Background: an optimization exercise with open tools, aiming at small area, a short achievable clock period and few clock cycles per item. Do not read the settings as production practice.
For this run, only the layout was checked, not whether the RTL still works.
Power and IR drop assume default switching activity.

### design.v
package pn_eval_pkg;
  localparam logic [1:0] OP_ADD = 2'b00;
  localparam logic [1:0] OP_SUB = 2'b01;
  localparam logic [1:0] OP_MUL = 2'b10;
  localparam logic [1:0] OP_RSV = 2'b11;
endpackage
module pn_alu #(
  parameter int N = 16
) (
  input  logic [N-1:0] x,
  input  logic [N+2:0] mm,
  input  logic [5:0]   bd,    
  input  logic         zsel,
  input  logic [N-1:0] z,
  input  logic         c0,
  input  logic         ci,
  output logic [N-1:0] res,
  output logic         cs,
  output logic         co
);
  logic [N-1:0] pp0, pp1, row1, s, c, cv;
  logic [N+1:0] sum;
  always_comb begin
    pp0 = (({N{bd[0]}} & mm[N+2:3]) | ({N{bd[1]}} & mm[N+1:2])) ^ {N{bd[2]}};
    pp1 = (({N{bd[3]}} & mm[N:1]) | ({N{bd[4]}} & mm[N-1:0])) ^ {N{bd[5]}};
    row1 = zsel ? z : pp1;
    s = x ^ pp0 ^ row1;
    c = (x & pp0) | (x & row1) | (pp0 & row1);
    cv = {c[N-2:0], c0};
    cs = c[N-1];
    sum = {1'b0, s, 1'b1} + {1'b0, cv, ci};
    res = sum[N:1];
    co = sum[N+1];
  end
endmodule
module pn_booth (
  input  logic [4:0] w,
  output logic [5:0] bd
);
  always_comb begin
    bd[0] = w[1] ^ w[0];
    bd[1] = (w[2] & ~w[1] & ~w[0]) | (~w[2] & w[1] & w[0]);
    bd[2] = w[2];
    bd[3] = w[3] ^ w[2];
    bd[4] = (w[4] & ~w[3] & ~w[2]) | (~w[4] & w[3] & w[2]);
    bd[5] = w[4];
  end
endmodule
module pn_eval #(
  parameter int DATA_W = 3,
  parameter int OUT_W = 64,
  parameter int MAX_LEN = 20
) (
  input  logic              clk,
  input  logic              rst,
  input  logic              in_valid,
  input  logic [DATA_W-1:0] in,
  input  logic              operator,
  input  logic              mode,
  output logic              out_valid,
  output logic [OUT_W-1:0]  out,
  output logic              err
);
  localparam int VD = 9;    
  localparam int PD = 9;    
  localparam int BD = 8;    
  localparam int DW = 30;
  localparam int N = 16;
  function automatic integer vw(input integer j);
    case (j)
      0: vw = 30;   
      1: vw = 24;
      2: vw = 21;
      3: vw = 18;
      4: vw = 16;
      5: vw = 13;
      6: vw = 10;
      7: vw = 7;
      default: vw = 4;
    endcase
  endfunction
  logic active_q, ended_q, ov_q, err_q, errA_q, errF_q, mode_q;
  logic [4:0] lvl_q, bud_q;
  logic [2:0] wp_q, rp_q;        
  logic [BD-1:0][3:0] buf_q;
  logic first, a_err, fe, a_md, up;
  logic [4:0] a_lvl, a_bud, n_lvl;
  logic [5:0] n_bud;
  assign first = in_valid & ~active_q;
  always_comb begin
    a_md = first ? mode : mode_q;
    a_lvl = first ? (a_md ? 5'd0 : 5'd1) : lvl_q;
    a_bud = first ? (a_md ? 5'd21 : 5'd19) : bud_q;
    a_err = first ? 1'b0 : errA_q;
    up = a_md ^ operator;
    n_lvl = up ? a_lvl + 5'd1 : a_lvl - 5'd1;
    n_bud = up ? {1'b0, a_bud} - 6'd2 : {1'b0, a_bud};
    if (operator && in[1:0] == pn_eval_pkg::OP_RSV) a_err = 1'b1;
    if (a_md ? operator && a_lvl < 5'd2 : a_lvl == 5'd0) a_err = 1'b1;
    if (n_bud[5]) a_err = 1'b1;
    fe = errA_q | (mode_q ? lvl_q != 5'd1 : lvl_q != 5'd0);
  end
  logic ctv_q, ct_op_q;
  logic [2:0] ct_v_q;
  logic [DW-1:0] r_q;
  logic rv_q;
  logic [VD-1:0][DW-1:0] v_q;    
  logic [PD-1:0] pv_q, pl_q;    
  logic [PD-1:0][1:0] po_q;
  logic pend_q, mb_q;
  logic [16:0] q_q;
  logic xt_q, xr_q, mt_q, wt_q, zs_q, zc_q;
  logic [5:0] bd_q;
  logic p2_q;                    
  logic [4:0] sv_q;              
  logic [DW-1:0] t, x, m, res;
  logic [N-1:0] zs, res16;
  logic cs, co, narrow, p1wide;
  logic [5:0] bd_d;
  logic [DW-1:0] r_d;
  logic rv_d;
  logic [VD-1:0][DW-1:0] v_d;
  logic [PD-1:0] pv_d, pl_d;
  logic [PD-1:0][1:0] po_d;
  logic pend_d, mb_d, ctv_d, ct_op_d, mode_d;
  logic [2:0] ct_v_d;
  logic [16:0] q_d;
  logic xt_d, xr_d, mt_d, wt_d, zs_d, zc_d, t4_d;
  logic consume, load, avail, clr, fin_a, fin_b, fin_err;
  assign t = v_q[0];
  for (genvar i = 0; i < PD; i++) begin : g_pv
    assign pv_q[i] = po_q[i] != 2'b11;
    assign pv_d[i] = po_d[i] != 2'b11;
  end
  always_comb begin
    x = ({DW{xt_q}} & t) | ({DW{xr_q}} & r_q);
    m = mt_q ? t : r_q;
    zs = p2_q ? {N{zc_q}} : {{(N-3){zc_q}}, ct_v_q ^ {3{zc_q}}};
    res = p2_q ? {res16[DW-N-1:0], r_q[DW-1:DW-N]} : {{(DW-N){res16[N-1]}}, res16};
    narrow = (~xt_q | t[DW-1:11] == '0 | t[DW-1:11] == '1) &
             (~xr_q | r_q[DW-1:11] == '0 | r_q[DW-1:11] == '1) &
             (mt_q ? t[DW-1:11] == '0 | t[DW-1:11] == '1 : r_q[DW-1:11] == '0 | r_q[DW-1:11] == '1);
  end
  pn_alu #(.N(N)) u_alu (.x(x[N-1:0]), .mm({m[N-1:0], sv_q[2:0] & {3{p2_q}}}), .bd(bd_q),
                         .zsel(zs_q), .z(zs),
                         .c0(p2_q ? sv_q[4] : bd_q[2]), .ci(p2_q ? sv_q[3] : zs_q ? zc_q : bd_q[5]),
                         .res(res16), .cs(cs), .co(co));
  pn_booth u_bq (.w(q_d[4:0]), .bd(bq));
  pn_booth u_bt (.w({p1wide ? t[3:0] : v_d[0][3:0], 1'b0}), .bd(bt));
  pn_booth u_br (.w({p1wide ? r_q[3:0] : r_d[3:0], 1'b0}), .bd(br));
  logic a_step, a_tr, a_rv, a_fuse, a_ppush, a_fpush, a_lpush;
  logic [1:0] a_op;
  logic fz, sg, xt_p, mt_p, wt_p;
  logic [5:0] bq, bt, br, bm, bd_p, bpv;
  localparam logic [5:0] BD_ADD = 6'b000001;    
  localparam logic [5:0] BD_SUB = 6'b100101;    
  logic [2:0] rp_n;
  assign a_step = mb_q;
  assign a_tr = ~mb_q & (pend_q | (ctv_q & mode_q & ct_op_q));
  assign a_rv = ~mb_q & ~pend_q & ctv_q & ~mode_q & ~ct_op_q & pv_q[0] & pl_q[0];
  assign a_fuse = a_rv & pv_q[1] & pl_q[1] & ~po_q[1][1];
  assign a_ppush = ~mb_q & ~pend_q & ctv_q & mode_q & ~ct_op_q;
  assign a_fpush = ~mb_q & ~pend_q & ctv_q & ~mode_q & ct_op_q;
  assign a_lpush = ~mb_q & ~pend_q & ctv_q & ~mode_q & ~ct_op_q & ~(pv_q[0] & pl_q[0]);
  assign a_op = (~pend_q & mode_q) ? ct_v_q[1:0] : po_q[0];
  always_comb begin
    logic fr4, fq, swapq, single, mul;
    logic pop_v, push_v, land, land2, idle_next;
    mul = a_op == pn_eval_pkg::OP_MUL;
    fr4 = r_q[DW-1:3] == '0 || r_q[DW-1:3] == '1;
    single = wt_q | fr4 | p2_q;    
    swapq = ((t[DW-1:7] == '0 || t[DW-1:7] == '1) && !(r_q[DW-1:7] == '0 || r_q[DW-1:7] == '1)) ||
            ((t[DW-1:11] == '0 || t[DW-1:11] == '1) && !(r_q[DW-1:11] == '0 || r_q[DW-1:11] == '1)) ||
            ((t[DW-1:15] == '0 || t[DW-1:15] == '1) && !(r_q[DW-1:15] == '0 || r_q[DW-1:15] == '1));
    fq = q_q[16:4] == '0 || q_q[16:4] == '1;
    r_d = r_q;
    rv_d = rv_q;
    v_d = v_q;
    pl_d = pl_q;
    po_d = po_q;
    pend_d = pend_q;
    mb_d = mb_q;
    q_d = q_q;
    p1wide = ~p2_q & ~narrow & (a_step | (a_tr & (~mul | single)) | a_rv);
    consume = ctv_q & ~mb_q & ~pend_q & ~p1wide;
    pop_v = 1'b0;
    push_v = 1'b0;
    land = 1'b0;
    land2 = 1'b0;
    if (p1wide) begin
      r_d = {res16, r_q[DW-1:N]};
      if (xt_q | mt_q) v_d[0] = {t[N-1:0], t[DW-1:N]};
    end
    if (a_step & ~p1wide) begin
      r_d = res;
      v_d[0] = p2_q ? {t[DW-N-5:0], t[DW-1:DW-N], 4'b0} : {t[DW-5:0], 4'b0};
      q_d = {{4{q_q[16]}}, q_q[16:4]};
      if (fq) begin
        mb_d = 1'b0;
        pop_v = 1'b1;
        if (!mode_q) land = 1'b1;
      end
    end
    if (a_tr & ~p1wide) begin
      if (!mul || single) begin
        r_d = res;
        pop_v = 1'b1;
        if (pend_q) land = 1'b1;
      end else begin
        r_d = '0;
        mb_d = 1'b1;
        q_d = swapq ? {t[15:0], 1'b0} : {r_q[15:0], 1'b0};
        v_d[0] = swapq ? r_q : t;
      end
    end
    if (a_rv & ~p1wide) begin
      r_d = res;
      if (a_fuse) begin
        land2 = 1'b1;
        pop_v = 1'b1;
      end else land = 1'b1;
    end
    if (a_ppush | a_lpush) begin
      push_v = rv_q & (mode_q | pv_q[0]);
      r_d = {{(DW-3){1'b0}}, ct_v_q};
      rv_d = 1'b1;
      if (!mode_q) pl_d[0] = 1'b1;
    end
    if (a_fpush) begin
      for (int i = PD - 1; i > 0; i--) begin
        pl_d[i] = pl_q[i-1];
        po_d[i] = po_q[i-1];
      end
      pl_d[0] = 1'b0;
      po_d[0] = ct_v_q[1:0];
    end
    if (pop_v) begin
      for (int i = 0; i < VD - 1; i++) begin
        v_d[i] = v_q[i+1];
      end
    end
    if (push_v) begin
      for (int i = VD - 1; i > 0; i--) begin
        v_d[i] = v_q[i-1];
      end
      v_d[0] = r_q;
    end
    if (land) begin
      for (int i = 0; i < PD - 1; i++) begin
        pl_d[i] = pl_q[i+1];
        po_d[i] = po_q[i+1];
      end
      po_d[PD-1] = 2'b11;
      pl_d[PD-1] = 1'b0;
      pend_d = pv_q[1] & pl_q[1];
      pl_d[0] = pv_q[1];
    end
    if (land2) begin
      for (int i = 0; i < PD - 2; i++) begin
        pl_d[i] = pl_q[i+2];
        po_d[i] = po_q[i+2];
      end
      po_d[PD-1] = 2'b11;
      pl_d[PD-1] = 1'b0;
      po_d[PD-2] = 2'b11;
      pl_d[PD-2] = 1'b0;
      pend_d = pv_q[2] & pl_q[2];
      pl_d[0] = pv_q[2];
    end
    avail = rp_q != wp_q || in_valid;
    load = (~ctv_q | consume) & avail;
    ctv_d = load | (ctv_q & ~consume);
    if (~ctv_q | consume) {ct_op_d, ct_v_d} = rp_q != wp_q ? buf_q[rp_q] : {operator, in};
    else {ct_op_d, ct_v_d} = {ct_op_q, ct_v_q};
    rp_n = rp_q + 3'(load);
    mode_d = first ? mode : mode_q;
    idle_next = ~(ctv_q & ~consume) & ~(rp_q != wp_q) & ~pend_d & ~mb_d;
    fin_a = active_q & ~ov_q & ~ended_q & ~fe & idle_next;   
    fin_b = active_q & ~ov_q & ended_q & ~errF_q & idle_next;
    fin_err = active_q & ~ov_q & ended_q & errF_q;
    if (fin_err) r_d = '0;
    clr = rst | ov_q;
    if (clr) begin
      ctv_d = 1'b0;
      mb_d = 1'b0;
      pend_d = 1'b0;
      po_d = '1;
      pl_d = '0;
      rv_d = 1'b0;
    end
    t4_d = p1wide ? t[DW-1:3] == '0 || t[DW-1:3] == '1 : v_d[0][DW-1:3] == '0 || v_d[0][DW-1:3] == '1;
    fz = pv_d[1] & pl_d[1] & ~po_d[1][1];    
    sg = fz & po_d[1][0];                     
    bm = t4_d ? bt : br;
    case (pend_d ? po_d[0] : ct_v_d[1:0])
      pn_eval_pkg::OP_MUL: {xt_p, mt_p, wt_p, bd_p} = {1'b0, ~t4_d, t4_d, bm};
      pn_eval_pkg::OP_SUB: {xt_p, mt_p, wt_p, bd_p} = {3'b100, BD_SUB};
      default: {xt_p, mt_p, wt_p, bd_p} = {3'b100, BD_ADD};
    endcase
    case ({sg, ct_v_d})
      4'b0000: bpv = 6'b000000;
      4'b0001: bpv = 6'b000001;
      4'b0010: bpv = 6'b001110;
      4'b0011: bpv = 6'b001101;
      4'b0100: bpv = 6'b001000;
      4'b0101: bpv = 6'b001001;
      4'b0110: bpv = 6'b010110;
      4'b0111: bpv = 6'b010101;
      4'b1000: bpv = 6'b000000;
      4'b1001: bpv = 6'b100101;
      4'b1010: bpv = 6'b100110;
      4'b1011: bpv = 6'b101001;
      4'b1100: bpv = 6'b101000;
      4'b1101: bpv = 6'b101101;
      4'b1110: bpv = 6'b101110;
      default: bpv = 6'b110001;
    endcase
    xr_d = mb_d;
    zs_d = 1'b0;
    zc_d = sg ^ po_d[0][0];
    if (mb_d) {xt_d, mt_d, wt_d, bd_d} = {3'b010, bq};
    else if (pend_d | mode_q) {xt_d, mt_d, wt_d, bd_d} = {xt_p, mt_p, wt_p, bd_p};
    else begin
      zs_d = po_d[0] != pn_eval_pkg::OP_MUL;
      {xt_d, mt_d, wt_d} = {fz, 2'b00};
      bd_d = po_d[0] == pn_eval_pkg::OP_MUL ? bpv : sg ? BD_SUB : BD_ADD;
    end
  end
  for (genvar j = 0; j < VD; j++) begin : g_v
    localparam int WJ = vw(j);
    logic [WJ-1:0] st_q;
    always_ff @(posedge clk) st_q <= v_d[j][WJ-1:0];
    assign v_q[j] = {{(DW-WJ){st_q[WJ-1]}}, st_q};
  end
  always_ff @(posedge clk) begin
    r_q <= r_d;
    q_q <= q_d;
    po_q <= po_d;
    {ct_op_q, ct_v_q} <= {ct_op_d, ct_v_d};
    mode_q <= mode_d;
    buf_q[wp_q] <= {operator, in};
    if (in_valid) begin
      lvl_q <= n_lvl;
      bud_q <= n_bud[4:0];
    end
    err_q <= fin_err;
    {xt_q, xr_q, mt_q, wt_q, zs_q, zc_q, bd_q} <= {xt_d, xr_d, mt_d, wt_d, zs_d, zc_d, bd_d};
    sv_q <= {cs, co, m[N-1:N-3]};
    p2_q <= p1wide & ~clr;
    ctv_q <= ctv_d;
    mb_q <= mb_d;
    pend_q <= pend_d;
    pl_q <= pl_d;
    rv_q <= rv_d;
    if (clr) begin
      active_q <= 1'b0;
      ended_q <= 1'b0;
      ov_q <= 1'b0;
      errA_q <= 1'b0;
      errF_q <= 1'b0;
      wp_q <= '0;
      rp_q <= '0;
    end else begin
      active_q <= active_q | in_valid;
      if (active_q & ~ended_q & ~in_valid) begin
        ended_q <= 1'b1;
        errF_q <= fe;
      end
      ov_q <= (~in_valid & fin_a) | fin_b | fin_err;
      if (in_valid) errA_q <= a_err;
      wp_q <= wp_q + 3'(in_valid);
      rp_q <= rp_n;
    end
  end
  assign out_valid = ov_q;
  assign err = err_q;
  assign out = {{(OUT_W-DW){r_q[DW-1]}}, r_q};
endmodule
### config.mk
export PLATFORM = sky130hd
export DESIGN_NAME = pn_eval
export DESIGN_NICKNAME = pn_eval
export VERILOG_FILES = /design/flow/design.v
export SDC_FILE = /design/flow/constraint.sdc
export NUM_CORES = 8
export LEC_CHECK = 0
export CAP_MARGIN = 20
export CORE_MARGIN = 2
export CORE_UTILIZATION = 60
export SETUP_SLACK_MARGIN = 1.0
export SLEW_MARGIN = 20
### standard.sh
#!/bin/bash
# synth_recipe.tcl (not shown) runs the flow's synth.tcl, then flattens the netlist and writes it again
# the make line also repeats each setting of config.mk as NAME=value (left out here)
make -C /OpenROAD-flow-scripts/flow DESIGN_CONFIG=/design/flow/config.mk WORK_HOME=/design/flow/orfs CLKGATE_MAP_FILE= SYNTH_SCRIPT=/design/flow/synth_recipe.tcl "${@:-finish}"
### flow/run.sh
#!/bin/bash
# The standard ORFS layout (standard.sh: the standard synthesis, floorplan, power grid, CTS
# and routing), with two changes in how it is made: the port buffers are buf_2 cells (the default
# choice is a slow delay buffer), and repair_timing keeps a larger setup margin than the 16 ns
# clock needs, so that it sizes and buffers the design for speed. Each step's full log stays in
# orfs/logs; make's output is in standard_flow.log.
set -euo pipefail
bash standard.sh "BUFFER_PORTS_ARGS=-buffer_cell sky130_fd_sc_hd__buf_2" SETUP_SLACK_MARGIN=11.4 finish > standard_flow.log 2>&1
### constraint.sdc
create_clock -name core_clock -period 16.0 [get_ports {clk}]
set_input_delay 3.2000 -clock core_clock [delete_from_list [all_inputs] [get_ports {clk}]]
set_output_delay 3.2000 -clock core_clock [all_outputs]
set_load 0.01 [all_outputs]
==> impl_metrics.tcl <==
set metrics [dict create \
    synthCells 2263 \
    finalHoldViolCount 0 \
    synth.distinct_cells 93 \
    antenna_found_initial 0 \
    setup_tns_ps 0 \
    fp-row-count 65 \
    yosysTopAreaCell "edfxtp_1" \
    grt_pass1_vias 17360 \
    clk_pin_slew_worst_paths_ps 60 \
    grt_first_pass_wirelength_mm 102.3 \
    port-buffer-count 73 \
    r2r-start "g_v[0].st_q[13]$_DFF_P_" \
    fin_cells 2687 \
    worst_pin_slew_ps 1033 \
    n_antenna_cell 0 \
    placedCellCount 2547 \
    finalSetupViolCount 0 \
    fmax_mhz 205.7 \
    min_period_over_period 0.3038 \
    maxCapViolations 0 \
    status "no timing/DRC/antenna violations" \
    yosysMostFrequentCell "nand2_1" \
    max_slew_margin 0.3087 \
    design_area_um2 21950 \
    syn_nets 2324 \
    fin_nets 2321 \
    synth_edf_count 124 \
    holdPathEnd "buf_q[6]$_DFF_P_" \
    root_buffer "clkbuf_16" \
    ys_top_cells_by_count "nand2_1, dfxtp_1, nor2_1, clkbuf_1, edfxtp_1" \
    clock-sinks 296 \
    place_congestion 1.047 \
    hold-path-cell-count 2 \
    ios 74 \
    min_from "buf_q[6]$_DFF_P_" \
    drt_first_pass_iters 10 \
    syn_area_um2 18970 \
    die_w_um 181.8 \
    initial_utilization 0.6057 \
    ys_seq_elements 296 \
    hp-class "reg2reg" \
    rsz0062_at_grt "yes" \
    nFillCells 2423 \
    rr_endpoint "bd_q[3]$_DFF_P_" \
    slew_violations 0 \
    rr_worst_depth 13 \
    drive_gt1_frac 0.2105 \
    synthArstFlopShare 0 \
    post_synth.cell_area_avg_um2 8.381 \
    htree_levels 2 \
    worst_hold_slack_ps 445.1 \
    drc 0 \
    end_kind "flop" \
    floorplan.die_area_um2 33050 \
    vias 18620 \
    synth_flop_cell "dfxtp_1" \
    worstPathRequired_ps 16420 \
    cts_tree "built" \
    dieHeight_um 181.8 \
    place_hpwl_mm 43.51 \
    track_usage 0.3988 \
    synth_warnings 3 \
    startpoint_type "flop" \
    synth_area_leaders "edfxtp_1, dfxtp_1, nand2_1" \
    cts_buffers 34 \
    p_per_area_nw_per_um2 239.9 \
    worstSetupPathType "reg2reg" \
    r2r_slack_ps 11140 \
    coreArea_um2 31310 \
    wl_mm 68.20 \
    vias_per_cell 6.929 \
    ir_worst_vdd_mv 0.1700 \
    post_dp_cell_area_um2 19250 \
    overflow 0 \
    clk_path_buf_depth 3 \
    crit_arrival_ps 5280 \
    skew_ps 19.78 \
    ys_seq_area_frac 0.3779 \
    clk_latency_ps 540 \
    crit_fanout 29 \
    drt-initial-drc-count 2662 \
    p_leak_nw 8.737 \
    ant_nets 0 \
    area_delta_synth_final_pct 15.75 \
    grt_start_max_net_pins 94 \
    fin_crit_ps 4861 \
    synth_top_area_frac 0.1963 \
    wl_per_cell_um 25.38 \
]
## final cells by class
cell class | instances | area [um2] | share of cell area
Sequential cell | 296 | 7288 | 0.3320
Clock inverter | 20 | 240.2 | 0.01094
Multi-Input combinational cell | 1649 | 11130 | 0.5071
Timing Repair inverter | 2 | 32.53 | 0.001482
Timing Repair Buffer | 186 | 1448 | 0.06594
Inverter | 91 | 381.6 | 0.01738
Clock buffer | 41 | 927.1 | 0.04223
Tap cell | 402 | 503.0 | 0.02291
## layout by cell type (no fill, tap or decap), types with 10 or more instances in the layout
cell,netlist,routed
a222oi_1,15,15
a211oi_1,24,21
and2_1,15,14
a21oi_1,88,80
mux2i_1,37,37
fa_1,18,16
dfxtp_2,0,37
xor2_1,38,38
mux2_2,46,44
nor2_1,163,159
clkbuf_16,0,36
a221oi_1,20,15
nand3_1,58,56
a21o_1,10,10
nand2_1,436,435
o21ai_0,90,78
xnor2_1,24,22
edfxtp_1,124,124
buf_4,41,95
o31a_1,10,10
dfxtp_1,172,115
nor2b_1,11,11
nand4_1,50,50
nor4_1,35,29
o31ai_1,20,19
dfxtp_4,0,20
ha_1,35,31
a22o_1,45,45
o211ai_1,17,17
nor3_1,31,25
a31oi_1,43,43
o22ai_1,11,10
inv_1,87,84
buf_2,14,71
o21ai_1,7,10
a22oi_1,54,49
nand2b_1,11,10
## sequential cells by signal, indices dropped and copies added (netlist names), 3 cells and up
name / flops
r_q: 30
buf_q: 32
po_q: 18
bd_q: 6
bud_q: 4
q_q: 17
sv_q: 5
rp_q: 3
lvl_q: 5
wp_q: 3
g_v.st_q: 143
pl_q: 9
ct_v_q: 3
## worst max-delay path: stages (launching register included)
cell,delay [ps]
dfxtp_1,780
nand4_1,360
o22a_1,390
o32a_4,360
nand2_1,230
buf_12,250
mux2_2,370
a22oi_2,220
o211ai_1,110
or4_1,570
nor2_4,200
a21o_4,180
mux2_1,320
a311o_1,370
## through the flow
step / util / setup WS [ps] / total power [mW]
after CTS: 0.6834 / 11270 / 4.917
after detailed placement: 0.6149 / 9990 / 3.841
after global routing: 0.7011 / 11040 / 5.495
after floorplan: - / 10910 / 3.100
after global placement: 0.6149 / 10060 / 3.798
final: 0.7011 / 11140 / 5.266
## timing repair
| action | in CTS | in global routing |
|---|---|---|
| setup buffers | 47 | 24 |
| cloned | 6 | 2 |
| hold buffers | 0 | 0 |
| pin swaps | 26 | 26 |
| gates resized for setup | 139 | 75 |
| setup endpoints to repair | 84 | 30 |
## metal layers
layer,wire length [um],up-vias,track usage
li1,-,8216,-
met1,26440,8744,0.5298
met2,29230,1317,0.6026
met3,7914,341,0.09487
met4,4613,0,0.2182
met5,0,-,0
## how the worst max path moves through the flow
stage                                 start               to  slack [ps]  cells after the start
floorplan                               rst  bd_q[0]$_DFF_P_       10910                     11
global placement       r_q[29]$_SDFFE_PP0P_  bd_q[3]$_DFF_P_       10060                     15
detailed placement     r_q[29]$_SDFFE_PP0P_  bd_q[3]$_DFF_P_        9990                     15
CTS                    r_q[17]$_SDFFE_PP0P_  bd_q[3]$_DFF_P_       11270                     14
global route                 mode_q$_DFF_P_  bd_q[3]$_DFF_P_       11040                     14
finish              g_v[0].st_q[13]$_DFF_P_  bd_q[3]$_DFF_P_       11140                     13
## power breakdown
part           internal [mW]  switching [mW]  total, mW
registers               1.01           0.337       1.35
logic                   1.22            1.88       3.10
clock network          0.484           0.336      0.820
total                   2.72            2.55       5.27
## cell families after synthesis
kind of cell / count (synthesis) / synth area share
AOI/OAI and AO/OA: 562 / 0.2106
muxes: 92 / 0.05693
adders and majority gates: 53 / 0.04209
xor gates and xnor gates: 62 / 0.02863
and+or+nand+nor: 878 / 0.2103
DFF: 296 / 0.3779
buffers and inverters: 320 / 0.07349

[what the ideal ports hide]
In the flow no input, the clock included, has a driving cell. The finished layout below was timed again as built, in two steps.
Step 1: set_driving_cell puts a clkbuf_16 on clk and a buf_2 on each other input, an assumption about the parent block.
Step 2 adds t to the input delays and takes it off the output delays; t is the mean of the earliest and latest rising clock arrival at the registers after step 1. Input paths then give back, and output paths get back, about the clock's delay inside the block.
Three values: ideal, step 1, step 2; two values: the first two.
t (ns): 0.585
slack for setup (ns): 11.139 / 11.139 / 10.634
worst setup path after step 2: input to register
After both steps setup and hold are still met in this run. The setup slack of this run moves by 0.000 ns with the drivers and by -0.505 ns with both steps.
